What follows belongs to an exercise in optimizing a design on an open flow for small area, a short achievable clock period and few clock cycles per item; a production flow would make more cautious choices.
The RTL was checked by simulation tests, not by an equivalence proof against the original design.
Power is estimated from default activity; no workload was simulated.

==> run M <==
## ooo_core_top
module ooo_core_top (
    input  logic        clk,
    input  logic        rst,
    input  logic        in_valid,
    input  logic [2:0]  in_op,
    input  logic [4:0]  in_rd,
    input  logic [4:0]  in_rs1,
    input  logic [4:0]  in_rs2,
    input  logic [31:0] in_imm,
    input  logic        in_use_imm,
    output logic        in_ready,
    output logic        commit_valid,
    output logic [4:0]  commit_rd,
    output logic [31:0] commit_value,
    output logic [31:0] commit_seq
);
export LEC_CHECK = 0
export CAP_MARGIN = 20
export CORE_MARGIN = 2
export CORE_UTILIZATION = 65
export CTS_BUF_LIST = sky130_fd_sc_hd__clkbuf_16
export CTS_CLUSTER_DIAMETER = 80
export CTS_CLUSTER_SIZE = 20
export PLACE_DENSITY = 0.75
export SETUP_SLACK_MARGIN = 5
export SLEW_MARGIN = 20
export SYNTH_HIERARCHICAL = 1
create_clock -name core_clock -period 9.0 [get_ports {clk}]
standard.sh (not shown) runs the stock make flow with config.mk's settings and CLKGATE_MAP_FILE= SYNTH_SCRIPT=/design/flow/synth_recipe.tcl, a recipe that flattens the netlist after the stock synthesis.
==> flow/flow/run.sh <==
#!/bin/bash
# The standard layout (the standard.sh, standard synthesis unchanged) with
# these changes to how the layout is made:
#  * before floorplanning, every combinational cell is set to its smallest
#    drive strength (flow/downsize.tcl); repair upsizes what the timing needs
#  * floorplanning removes synthesis buffers instead of repairing timing there
#  * ports are buffered with buf_2 (the default picks a delay cell); repair
#    resizes port buffers as the timing needs
# ORFS writes each step's log under orfs/logs/; make's own output goes to
# standard.log.
set -euo pipefail
here=$(pwd)
bash standard.sh SETUP_SLACK_MARGIN=6.0 REMOVE_ABC_BUFFERS=1 \
    PRE_FLOORPLAN_TCL="$here/flow/downsize.tcl" \
    BUFFER_PORTS_ARGS="-buffer_cell sky130_fd_sc_hd__buf_2" finish > standard.log 2>&1
==> flow/flow/downsize.tcl <==
# Set every combinational cell to the smallest drive strength of its kind; the
# flow's timing repair then upsizes only what the timing needs.
set block [ord::get_db_block]
set db [ord::get_db]
array set smallest {}
foreach lib [$db getLibs] {
  foreach m [$lib getMasters] {
    set n [$m getName]
    if {[regexp {^(sky130_fd_sc_hd__[a-z0-9]+)_([0-9]+)$} $n -> base sz]} {
      set lc [get_lib_cells -quiet $n]
      if {$lc eq ""} continue
      if {[get_property $lc dont_use]} continue
      set a [expr {[$m getWidth] * [$m getHeight]}]
      if {![info exists smallest($base)] || $a < [lindex $smallest($base) 1] ||
          ($a == [lindex $smallest($base) 1] && $sz == 1)} {
        set smallest($base) [list $n $a]
      }
    }
  }
}
set changed 0
foreach inst [$block getInsts] {
  set m [$inst getMaster]
  if {[$m isSequential]} continue
  set n [$m getName]
  if {![regexp {^(sky130_fd_sc_hd__[a-z0-9]+)_([0-9]+)$} $n -> base sz]} continue
  if {[string match "*clkbuf*" $base] || [string match "*conb*" $base]} continue
  if {![info exists smallest($base)]} continue
  set to [lindex $smallest($base) 0]
  if {$to ne $n} {
    replace_cell [$inst getName] $to
    incr changed
  }
}
puts "downsize: changed $changed instances"
==> run P: changes against run M <==
--- a/flow/design.v
+++ b/flow/design.v
@@ -63,19 +63,10 @@
     input  logic c1,
     output logic y
 );
     assign y = (a1 || a2) && (b1 || b2) && c1;
 endmodule
-module g_or2 (input logic a, input logic b, output logic y);
-    assign y = a || b;
-endmodule
-module g_and2 (input logic a, input logic b, output logic y);
-    assign y = a && b;
-endmodule
-module g_and2b (input logic a_n, input logic b, output logic y);
-    assign y = !a_n && b;
-endmodule
 `timescale 1ns/1ps
 module rf_bit (
     input  logic clk,
     input  logic we,
     input  logic hold,
@@ -134,19 +125,18 @@
     input  logic        nfwd_ar,   
     input  logic        fwd_b,     
     input  logic        fwd_bn,    
     input  logic        nfwd_b,    
     input  logic        cin_n,     
+    input  logic        cin,       
     input  logic        sel_sum,   
     input  logic        sel_sp,    
     input  logic        sel_p,     
     input  logic        sel_g,     
     input  logic        nsel_sll,  
     input  logic        nsel_srl,  
     input  logic        sel_slt,
-    input  logic        sel_b0p,   
-    input  logic        sel_b0n,   
     output logic [31:0] result
 );
     logic [31:0] cn;
     logic [31:0] a;
     logic [31:0] b;
@@ -774,17 +764,12 @@
     logic r1n_30;
     logic q0n_31;
     logic q1n_31;
     logic r0n_31;
     logic r1n_31;
-    logic q0n_0;
-    logic r0n_0;
-    logic lt0;
-    logic lt1;
-    logic ltn;
-    logic a31o;
-    logic a31np;
+    logic x0n;
+    logic x1n;
     g_inv u1 (.a(c[0]), .y(cn[0]));
     g_inv u2 (.a(c[1]), .y(cn[1]));
     g_inv u3 (.a(c[2]), .y(cn[2]));
     g_inv u4 (.a(c[3]), .y(cn[3]));
     g_inv u5 (.a(c[4]), .y(cn[4]));
@@ -1817,18 +1802,42 @@
     g_aoi22 u1032 (.a1(sel_sp), .a2(p[31]), .b1(sel_g), .b2(g[31]), .y(q0n_31));
     g_aoi222 u1033 (.a0(sel_sum), .b0(pn[31]), .a1(sel_p), .b1(p[31]), .a2(sel_g), .b2(g[31]), .y(q1n_31));
     g_o221a u1034 (.a1(nsel_sll), .a2(sh_n[31]), .b1(nsel_srl), .b2(sh_n[0]), .c1(q0n_31), .y(r0n_31));
     g_o221a u1035 (.a1(nsel_sll), .a2(sh_n[31]), .b1(nsel_srl), .b2(sh_n[0]), .c1(q1n_31), .y(r1n_31));
     g_mux2i u1036 (.a0(r0n_31), .a1(r1n_31), .s(G5_31), .y(result[31]));
-    g_aoi222 u1037 (.a0(sel_b0p), .b0(p[0]), .a1(sel_b0n), .b1(pn[0]), .a2(sel_g), .b2(g[0]), .y(q0n_0));
-    g_o221a u1038 (.a1(nsel_sll), .a2(sh_n[0]), .b1(nsel_srl), .b2(sh_n[31]), .c1(q0n_0), .y(r0n_0));
-    g_or2 u1039 (.a(a[31]), .b(p[31]), .y(a31o));
-    g_and2b u1040 (.a_n(p[31]), .b(a[31]), .y(a31np));
-    g_and2 u1041 (.a(sel_slt), .b(a31o), .y(lt0));
-    g_and2 u1042 (.a(sel_slt), .b(a31np), .y(lt1));
-    g_mux2i u1043 (.a0(lt0), .a1(lt1), .s(G5_31), .y(ltn));
-    g_nand2 u1044 (.a(r0n_0), .b(ltn), .y(result[0]));
+    alu_bit0 u_bit0 (.p(p[0]), .pn(pn[0]), .g(g[0]), .sh_n0(sh_n[0]), .sh_n31(sh_n[31]),
+                     .a31(a[31]), .p31(p[31]), .cin(cin), .sel_sum(sel_sum), .sel_sp(sel_sp),
+                     .sel_p(sel_p), .sel_g(sel_g), .nsel_sll(nsel_sll), .nsel_srl(nsel_srl),
+                     .sel_slt(sel_slt), .x0n(x0n), .x1n(x1n));
+    g_mux2i u1037 (.a0(x0n), .a1(x1n), .s(G5_31), .y(result[0]));
+endmodule
+module alu_bit0 (
+    input  logic p,
+    input  logic pn,
+    input  logic g,
+    input  logic sh_n0,
+    input  logic sh_n31,
+    input  logic a31,
+    input  logic p31,
+    input  logic cin,
+    input  logic sel_sum,
+    input  logic sel_sp,
+    input  logic sel_p,
+    input  logic sel_g,
+    input  logic nsel_sll,
+    input  logic nsel_srl,
+    input  logic sel_slt,
+    output logic x0n,
+    output logic x1n
+);
+    logic shift;
+    logic r;
+    assign shift = (!nsel_sll && !sh_n0) || (!nsel_srl && !sh_n31);
+    assign r = cin ? ((sel_sum && pn) || (sel_p && p) || (sel_g && g) || shift)
+                   : ((sel_sp && p) || (sel_g && g) || shift);
+    assign x0n = !(sel_slt ? (a31 || p31) : r);
+    assign x1n = !(sel_slt ? (a31 && !p31) : r);
 endmodule
 `timescale 1ns/1ps
 module ooo_core_top (
     input  logic        clk,
     input  logic        rst,
@@ -1848,18 +1857,19 @@
     logic [31:1][31:0] rf;
     logic        ready_q;
     logic        wd_en;       
     logic [31:1] we;          
     logic [31:1] hold;        
-    logic [31:1] xw;          
     logic        i_valid;
     logic [2:0]  i_op;
     logic [4:0]  i_rd;
     logic [31:0] i_imm;
     logic        i_use_imm;
-    logic [31:1] i_sel_a;     
-    logic [31:1] i_sel_b;     
+    logic [3:0]  i_rs1_lo;    
+    logic [7:0]  i_rs1_hi;    
+    logic [3:0]  i_rs2_lo;    
+    logic [7:0]  i_rs2_hi;    
     logic        i_fwd_a;     
     logic        i_fwd_b;
     logic        i_byp_a;     
     logic        i_byp_b;
     logic        x_valid;
@@ -1871,27 +1881,24 @@
     logic        x_nfwd_a;    
     logic        x_nfwd_ar;   
     logic        x_fwd_b;     
     logic        x_fwd_bn;    
     logic        x_nfwd_b;    
-    logic        x_sub_n;     
+    logic        x_sub;       
+    logic        x_sub_n;
     logic        x_sel_sum;   
     logic        x_sel_sp;    
     logic        x_sel_p;     
     logic        x_sel_g;     
     logic        x_nsel_sll;
     logic        x_nsel_srl;
     logic        x_sel_slt;
-    logic        x_sel_b0p;   
-    logic        x_sel_b0n;   
     logic        c_valid;
     logic [4:0]  c_rd;
     logic [31:0] c_value;
     logic [31:0] c_seq;
-    always_comb begin
-        for (int i = 1; i < 32; i++) xw[i] = x_valid && x_rd == 5'(i);
-    end
+    assign in_ready = ready_q;
     always_ff @(posedge clk) begin
         ready_q <= !rst;
         wd_en   <= !rst;
         if (rst) begin
             i_valid <= 1'b0;
@@ -1900,32 +1907,44 @@
         end
         i_op      <= in_op;
         i_rd      <= in_rd;
         i_imm     <= in_imm;
         i_use_imm <= in_use_imm;
-        for (int i = 1; i < 32; i++) begin
-            i_sel_a[i] <= in_rs1 == 5'(i) && !xw[i];
-            i_sel_b[i] <= in_rs2 == 5'(i) && !xw[i] && !in_use_imm;
+        for (int k = 0; k < 4; k++) begin
+            i_rs1_lo[k] <= in_rs1[1:0] == 2'(k);
+            i_rs2_lo[k] <= in_rs2[1:0] == 2'(k);
+        end
+        for (int k = 0; k < 8; k++) begin
+            i_rs1_hi[k] <= in_rs1[4:2] == 3'(k);
+            i_rs2_hi[k] <= in_rs2[4:2] == 3'(k) && !in_use_imm;
         end
         i_fwd_a <= i_valid && i_rd == in_rs1;
         i_fwd_b <= i_valid && i_rd == in_rs2 && !in_use_imm;
         i_byp_a <= x_valid && x_rd == in_rs1;
         i_byp_b <= x_valid && x_rd == in_rs2 && !in_use_imm;
     end
+    logic [31:1] sel_a;
+    logic [31:1] sel_b;
     logic        rd_zero;
     logic [31:0] rd_a_n;
     logic [31:0] rd_b_n;
     logic [31:0] rd_b;
     logic        op_sub;
     logic        op_srl;
+    always_comb begin
+        for (int i = 1; i < 32; i++) begin
+            sel_a[i] = i_rs1_lo[i % 4] && i_rs1_hi[i / 4] && hold[i];
+            sel_b[i] = i_rs2_lo[i % 4] && i_rs2_hi[i / 4] && hold[i];
+        end
+    end
     assign rd_zero = i_rd == 5'd0;
     rf_read_port #(.HAS_IMM(1'b0)) port_a (
-        .sel(i_sel_a), .rf(rf), .byp(i_byp_a), .byp_value(c_value),
+        .sel(sel_a), .rf(rf), .byp(i_byp_a), .byp_value(c_value),
         .imm_sel(1'b0), .imm(32'd0), .q_n(rd_a_n)
     );
     rf_read_port port_b (
-        .sel(i_sel_b), .rf(rf), .byp(i_byp_b), .byp_value(c_value),
+        .sel(sel_b), .rf(rf), .byp(i_byp_b), .byp_value(c_value),
         .imm_sel(i_use_imm), .imm(i_imm), .q_n(rd_b_n)
     );
     assign op_sub = i_op == 3'd1 || i_op == 3'd7;
     assign op_srl = i_op == 3'd6;
     for (genvar i = 0; i < 32; i++) begin : g_opnd
@@ -1945,69 +1964,67 @@
         x_nfwd_a  <= !i_fwd_a && !op_srl;
         x_nfwd_ar <= !i_fwd_a && op_srl;
         x_fwd_b   <= i_fwd_b && !op_sub;
         x_fwd_bn  <= i_fwd_b && op_sub;
         x_nfwd_b  <= !i_fwd_b;
+        x_sub     <= op_sub;
         x_sub_n   <= !op_sub;
         x_sel_sum  <= !rd_zero && (i_op == 3'd0 || i_op == 3'd1);
         x_sel_sp   <= !rd_zero && (i_op == 3'd0 || i_op == 3'd1 || i_op == 3'd3 || i_op == 3'd4);
         x_sel_p    <= !rd_zero && (i_op == 3'd3 || i_op == 3'd4);
         x_sel_g    <= !rd_zero && (i_op == 3'd2 || i_op == 3'd3);
         x_nsel_sll <= !(!rd_zero && i_op == 3'd5);
         x_nsel_srl <= !(!rd_zero && op_srl);
         x_sel_slt  <= !rd_zero && i_op == 3'd7;
-        x_sel_b0p  <= !rd_zero && (i_op == 3'd0 || i_op == 3'd3 || i_op == 3'd4);
-        x_sel_b0n  <= !rd_zero && i_op == 3'd1;
     end
     logic [31:0] result;
     alu u_alu (
         .c(c_value), .x_a_n(x_a_n), .x_b(x_b),
         .fwd_a(x_fwd_a), .fwd_ar(x_fwd_ar), .nfwd_a(x_nfwd_a), .nfwd_ar(x_nfwd_ar),
         .fwd_b(x_fwd_b), .fwd_bn(x_fwd_bn), .nfwd_b(x_nfwd_b),
-        .cin_n(x_sub_n), .sel_sum(x_sel_sum), .sel_sp(x_sel_sp),
+        .cin(x_sub), .cin_n(x_sub_n), .sel_sum(x_sel_sum), .sel_sp(x_sel_sp),
         .sel_p(x_sel_p), .sel_g(x_sel_g), .nsel_sll(x_nsel_sll), .nsel_srl(x_nsel_srl),
-        .sel_slt(x_sel_slt), .sel_b0p(x_sel_b0p), .sel_b0n(x_sel_b0n),
+        .sel_slt(x_sel_slt),
         .result(result)
     );
     logic        c_valid_d;
     logic [31:0] c_seq_d;
     assign c_valid_d = !rst && x_valid;
     assign c_seq_d   = rst ? 32'd0 : c_valid ? c_seq + 32'd1 : c_seq;
     always_ff @(posedge clk) begin
-        for (int i = 1; i < 32; i++) we[i] <= rst || xw[i];
+        for (int i = 1; i < 32; i++) begin
+            we[i]   <= rst || (x_valid && x_rd == 5'(i));
+            hold[i] <= !(rst || (x_valid && x_rd == 5'(i)));
+        end
         c_valid <= c_valid_d;
         c_seq   <= c_seq_d;
         c_rd    <= x_rd;
         c_value <= result;
     end
     commit_port_reg port_reg (
-        .clk(clk), .ready_d(!rst), .valid_d(c_valid_d), .rd_d(x_rd), .value_d(result),
-        .ready(in_ready), .valid(commit_valid), .rd(commit_rd), .value(commit_value)
+        .clk(clk), .valid_d(c_valid_d), .rd_d(x_rd), .value_d(result),
+        .valid(commit_valid), .rd(commit_rd), .value(commit_value)
     );
     assign commit_seq = c_seq;
     logic [31:0] wdata;
     assign wdata = wd_en ? c_value : 32'd0;
-    assign hold = ~we;
     for (genvar i = 1; i < 32; i++) begin : g_rf
         for (genvar j = 0; j < 32; j++) begin : g_bit
             rf_bit u (.clk(clk), .we(we[i]), .hold(hold[i]), .d(wdata[j]), .q(rf[i][j]));
         end
     end
 endmodule
 module commit_port_reg (
     input  logic        clk,
-    input  logic        ready_d,
     input  logic        valid_d,
     input  logic [4:0]  rd_d,
     input  logic [31:0] value_d,
-    output logic        ready,
     output logic        valid,
     output logic [4:0]  rd,
     output logic [31:0] value
 );
     always_ff @(posedge clk) begin
-        ready <= ready_d;
         valid <= valid_d;
         rd    <= rd_d;
         value <= value_d;
     end
 endmodule
==> flow/flow/run.sh (replaced) <==
#!/bin/bash
set -euo pipefail
here=$(pwd)
bash standard.sh SETUP_SLACK_MARGIN=6.2 REMOVE_ABC_BUFFERS=1 \
    PRE_FLOORPLAN_TCL="$here/flow/downsize.tcl" finish > standard.log 2>&1
==> run E: changes against run M <==
--- a/flow/design.v
+++ b/flow/design.v
@@ -63,19 +63,10 @@
     input  logic c1,
     output logic y
 );
     assign y = (a1 || a2) && (b1 || b2) && c1;
 endmodule
-module g_or2 (input logic a, input logic b, output logic y);
-    assign y = a || b;
-endmodule
-module g_and2 (input logic a, input logic b, output logic y);
-    assign y = a && b;
-endmodule
-module g_and2b (input logic a_n, input logic b, output logic y);
-    assign y = !a_n && b;
-endmodule
 `timescale 1ns/1ps
 module rf_bit (
     input  logic clk,
     input  logic we,
     input  logic hold,
@@ -134,19 +125,18 @@
     input  logic        nfwd_ar,   
     input  logic        fwd_b,     
     input  logic        fwd_bn,    
     input  logic        nfwd_b,    
     input  logic        cin_n,     
+    input  logic        cin,       
     input  logic        sel_sum,   
     input  logic        sel_sp,    
     input  logic        sel_p,     
     input  logic        sel_g,     
     input  logic        nsel_sll,  
     input  logic        nsel_srl,  
     input  logic        sel_slt,
-    input  logic        sel_b0p,   
-    input  logic        sel_b0n,   
     output logic [31:0] result
 );
     logic [31:0] cn;
     logic [31:0] a;
     logic [31:0] b;
@@ -774,17 +764,12 @@
     logic r1n_30;
     logic q0n_31;
     logic q1n_31;
     logic r0n_31;
     logic r1n_31;
-    logic q0n_0;
-    logic r0n_0;
-    logic lt0;
-    logic lt1;
-    logic ltn;
-    logic a31o;
-    logic a31np;
+    logic x0n;
+    logic x1n;
     g_inv u1 (.a(c[0]), .y(cn[0]));
     g_inv u2 (.a(c[1]), .y(cn[1]));
     g_inv u3 (.a(c[2]), .y(cn[2]));
     g_inv u4 (.a(c[3]), .y(cn[3]));
     g_inv u5 (.a(c[4]), .y(cn[4]));
@@ -1817,18 +1802,42 @@
     g_aoi22 u1032 (.a1(sel_sp), .a2(p[31]), .b1(sel_g), .b2(g[31]), .y(q0n_31));
     g_aoi222 u1033 (.a0(sel_sum), .b0(pn[31]), .a1(sel_p), .b1(p[31]), .a2(sel_g), .b2(g[31]), .y(q1n_31));
     g_o221a u1034 (.a1(nsel_sll), .a2(sh_n[31]), .b1(nsel_srl), .b2(sh_n[0]), .c1(q0n_31), .y(r0n_31));
     g_o221a u1035 (.a1(nsel_sll), .a2(sh_n[31]), .b1(nsel_srl), .b2(sh_n[0]), .c1(q1n_31), .y(r1n_31));
     g_mux2i u1036 (.a0(r0n_31), .a1(r1n_31), .s(G5_31), .y(result[31]));
-    g_aoi222 u1037 (.a0(sel_b0p), .b0(p[0]), .a1(sel_b0n), .b1(pn[0]), .a2(sel_g), .b2(g[0]), .y(q0n_0));
-    g_o221a u1038 (.a1(nsel_sll), .a2(sh_n[0]), .b1(nsel_srl), .b2(sh_n[31]), .c1(q0n_0), .y(r0n_0));
-    g_or2 u1039 (.a(a[31]), .b(p[31]), .y(a31o));
-    g_and2b u1040 (.a_n(p[31]), .b(a[31]), .y(a31np));
-    g_and2 u1041 (.a(sel_slt), .b(a31o), .y(lt0));
-    g_and2 u1042 (.a(sel_slt), .b(a31np), .y(lt1));
-    g_mux2i u1043 (.a0(lt0), .a1(lt1), .s(G5_31), .y(ltn));
-    g_nand2 u1044 (.a(r0n_0), .b(ltn), .y(result[0]));
+    alu_bit0 u_bit0 (.p(p[0]), .pn(pn[0]), .g(g[0]), .sh_n0(sh_n[0]), .sh_n31(sh_n[31]),
+                     .a31(a[31]), .p31(p[31]), .cin(cin), .sel_sum(sel_sum), .sel_sp(sel_sp),
+                     .sel_p(sel_p), .sel_g(sel_g), .nsel_sll(nsel_sll), .nsel_srl(nsel_srl),
+                     .sel_slt(sel_slt), .x0n(x0n), .x1n(x1n));
+    g_mux2i u1037 (.a0(x0n), .a1(x1n), .s(G5_31), .y(result[0]));
+endmodule
+module alu_bit0 (
+    input  logic p,
+    input  logic pn,
+    input  logic g,
+    input  logic sh_n0,
+    input  logic sh_n31,
+    input  logic a31,
+    input  logic p31,
+    input  logic cin,
+    input  logic sel_sum,
+    input  logic sel_sp,
+    input  logic sel_p,
+    input  logic sel_g,
+    input  logic nsel_sll,
+    input  logic nsel_srl,
+    input  logic sel_slt,
+    output logic x0n,
+    output logic x1n
+);
+    logic shift;
+    logic r;
+    assign shift = (!nsel_sll && !sh_n0) || (!nsel_srl && !sh_n31);
+    assign r = cin ? ((sel_sum && pn) || (sel_p && p) || (sel_g && g) || shift)
+                   : ((sel_sp && p) || (sel_g && g) || shift);
+    assign x0n = !(sel_slt ? (a31 || p31) : r);
+    assign x1n = !(sel_slt ? (a31 && !p31) : r);
 endmodule
 `timescale 1ns/1ps
 module ooo_core_top (
     input  logic        clk,
     input  logic        rst,
@@ -1871,20 +1880,19 @@
     logic        x_nfwd_a;    
     logic        x_nfwd_ar;   
     logic        x_fwd_b;     
     logic        x_fwd_bn;    
     logic        x_nfwd_b;    
-    logic        x_sub_n;     
+    logic        x_sub;       
+    logic        x_sub_n;
     logic        x_sel_sum;   
     logic        x_sel_sp;    
     logic        x_sel_p;     
     logic        x_sel_g;     
     logic        x_nsel_sll;
     logic        x_nsel_srl;
     logic        x_sel_slt;
-    logic        x_sel_b0p;   
-    logic        x_sel_b0n;   
     logic        c_valid;
     logic [4:0]  c_rd;
     logic [31:0] c_value;
     logic [31:0] c_seq;
     always_comb begin
@@ -1945,29 +1953,28 @@
         x_nfwd_a  <= !i_fwd_a && !op_srl;
         x_nfwd_ar <= !i_fwd_a && op_srl;
         x_fwd_b   <= i_fwd_b && !op_sub;
         x_fwd_bn  <= i_fwd_b && op_sub;
         x_nfwd_b  <= !i_fwd_b;
+        x_sub     <= op_sub;
         x_sub_n   <= !op_sub;
         x_sel_sum  <= !rd_zero && (i_op == 3'd0 || i_op == 3'd1);
         x_sel_sp   <= !rd_zero && (i_op == 3'd0 || i_op == 3'd1 || i_op == 3'd3 || i_op == 3'd4);
         x_sel_p    <= !rd_zero && (i_op == 3'd3 || i_op == 3'd4);
         x_sel_g    <= !rd_zero && (i_op == 3'd2 || i_op == 3'd3);
         x_nsel_sll <= !(!rd_zero && i_op == 3'd5);
         x_nsel_srl <= !(!rd_zero && op_srl);
         x_sel_slt  <= !rd_zero && i_op == 3'd7;
-        x_sel_b0p  <= !rd_zero && (i_op == 3'd0 || i_op == 3'd3 || i_op == 3'd4);
-        x_sel_b0n  <= !rd_zero && i_op == 3'd1;
     end
     logic [31:0] result;
     alu u_alu (
         .c(c_value), .x_a_n(x_a_n), .x_b(x_b),
         .fwd_a(x_fwd_a), .fwd_ar(x_fwd_ar), .nfwd_a(x_nfwd_a), .nfwd_ar(x_nfwd_ar),
         .fwd_b(x_fwd_b), .fwd_bn(x_fwd_bn), .nfwd_b(x_nfwd_b),
-        .cin_n(x_sub_n), .sel_sum(x_sel_sum), .sel_sp(x_sel_sp),
+        .cin(x_sub), .cin_n(x_sub_n), .sel_sum(x_sel_sum), .sel_sp(x_sel_sp),
         .sel_p(x_sel_p), .sel_g(x_sel_g), .nsel_sll(x_nsel_sll), .nsel_srl(x_nsel_srl),
-        .sel_slt(x_sel_slt), .sel_b0p(x_sel_b0p), .sel_b0n(x_sel_b0n),
+        .sel_slt(x_sel_slt),
         .result(result)
     );
     logic        c_valid_d;
     logic [31:0] c_seq_d;
     assign c_valid_d = !rst && x_valid;
==> qor summary <==
quantity	run P	run E	run M
Clock tree buffer count of the final layout	78	77	76
Capture instance of the worst register-to-register path	x_a_n[8]	port_reg.value[6]	c_value[4]
GRT Total Usage	0.5168	0.5175	0.5107
Run status	timing/DRC/antenna clean	timing/DRC/antenna clean	timing/DRC/antenna clean
Switch share	0.3015	0.3433	0.3429
Timing startpoint of the critical path	hold[1]	x_nfwd_a	c_seq[15]
Relative area of non-clock buffer cells in the final design	0.05623	0.03756	0.03883
Power per unit of standard cell area	219.7 nW/um^2	272.4 nW/um^2	268.4 nW/um^2
Via count of the first global-routing pass	49,430	48,279	48,665
Number of signal-net buffers in the layout	371	320	328
Placement Cell Area	56,160 sq um	55,700 sq um	55,770 sq um
Non-Filler Cell Area, Final	59,570 sq um	58,260 sq um	58,460 sq um
Maximum number of pins on one net before global-route repair	68	64	64
Multi-input gate share of the layout cell area	0.4261	0.4323	0.4312
Library cell appearing most often on the critical path	buf_4	mux2i_1	-
Hold path start	i_rd[3]	i_rd[2]	i_rd[2]
Worst EP required	9.53 ns	9.50 ns	7.20 ns
Flip-flop and latch share of the layout cell area	0.4442	0.4560	0.4553
Routed vias/inst	8.406	8.412	8.380
Testbench counts of run M, summed over its fixed seeds: cycles 16,024, items 16,000.
Testbench counts of run P, summed over its fixed seeds: cycles 16,024, items 16,000.
Testbench counts of run E, summed over its fixed seeds: cycles 16,024, items 16,000.

-- port drivers added, routing unchanged --
Ports are ideal in the flow. The routed layouts listed here were re-timed in OpenROAD. Step 1 assumes that a clkbuf_16 drives the clock port and a buf_2 every other input. Step 2 times the ports against the registers' clock, not the clock port: input delays grow and output delays shrink by t, the midpoint of the rising clock arrivals with the driver on. Three values: ideal ports, drivers, drivers and shift; two values: the first two.
run | t, ns | setup WS [ns] | worst data-port slew with drivers (ns) | pins driven straight from the clock port
run M | 0.747 | 6.008 / 5.932 / 5.730 | 0.06 | 1
run P | 0.743 | 5.950 / 5.877 / 5.840 | 0.06 | 1
run E | 0.734 | 5.989 / 5.931 / 5.733 | 0.04 | 1
After both steps every run listed still meets setup and hold. The setup slack of run M, which loses most, moves by -0.076 ns with the drivers and by -0.278 ns with both steps.
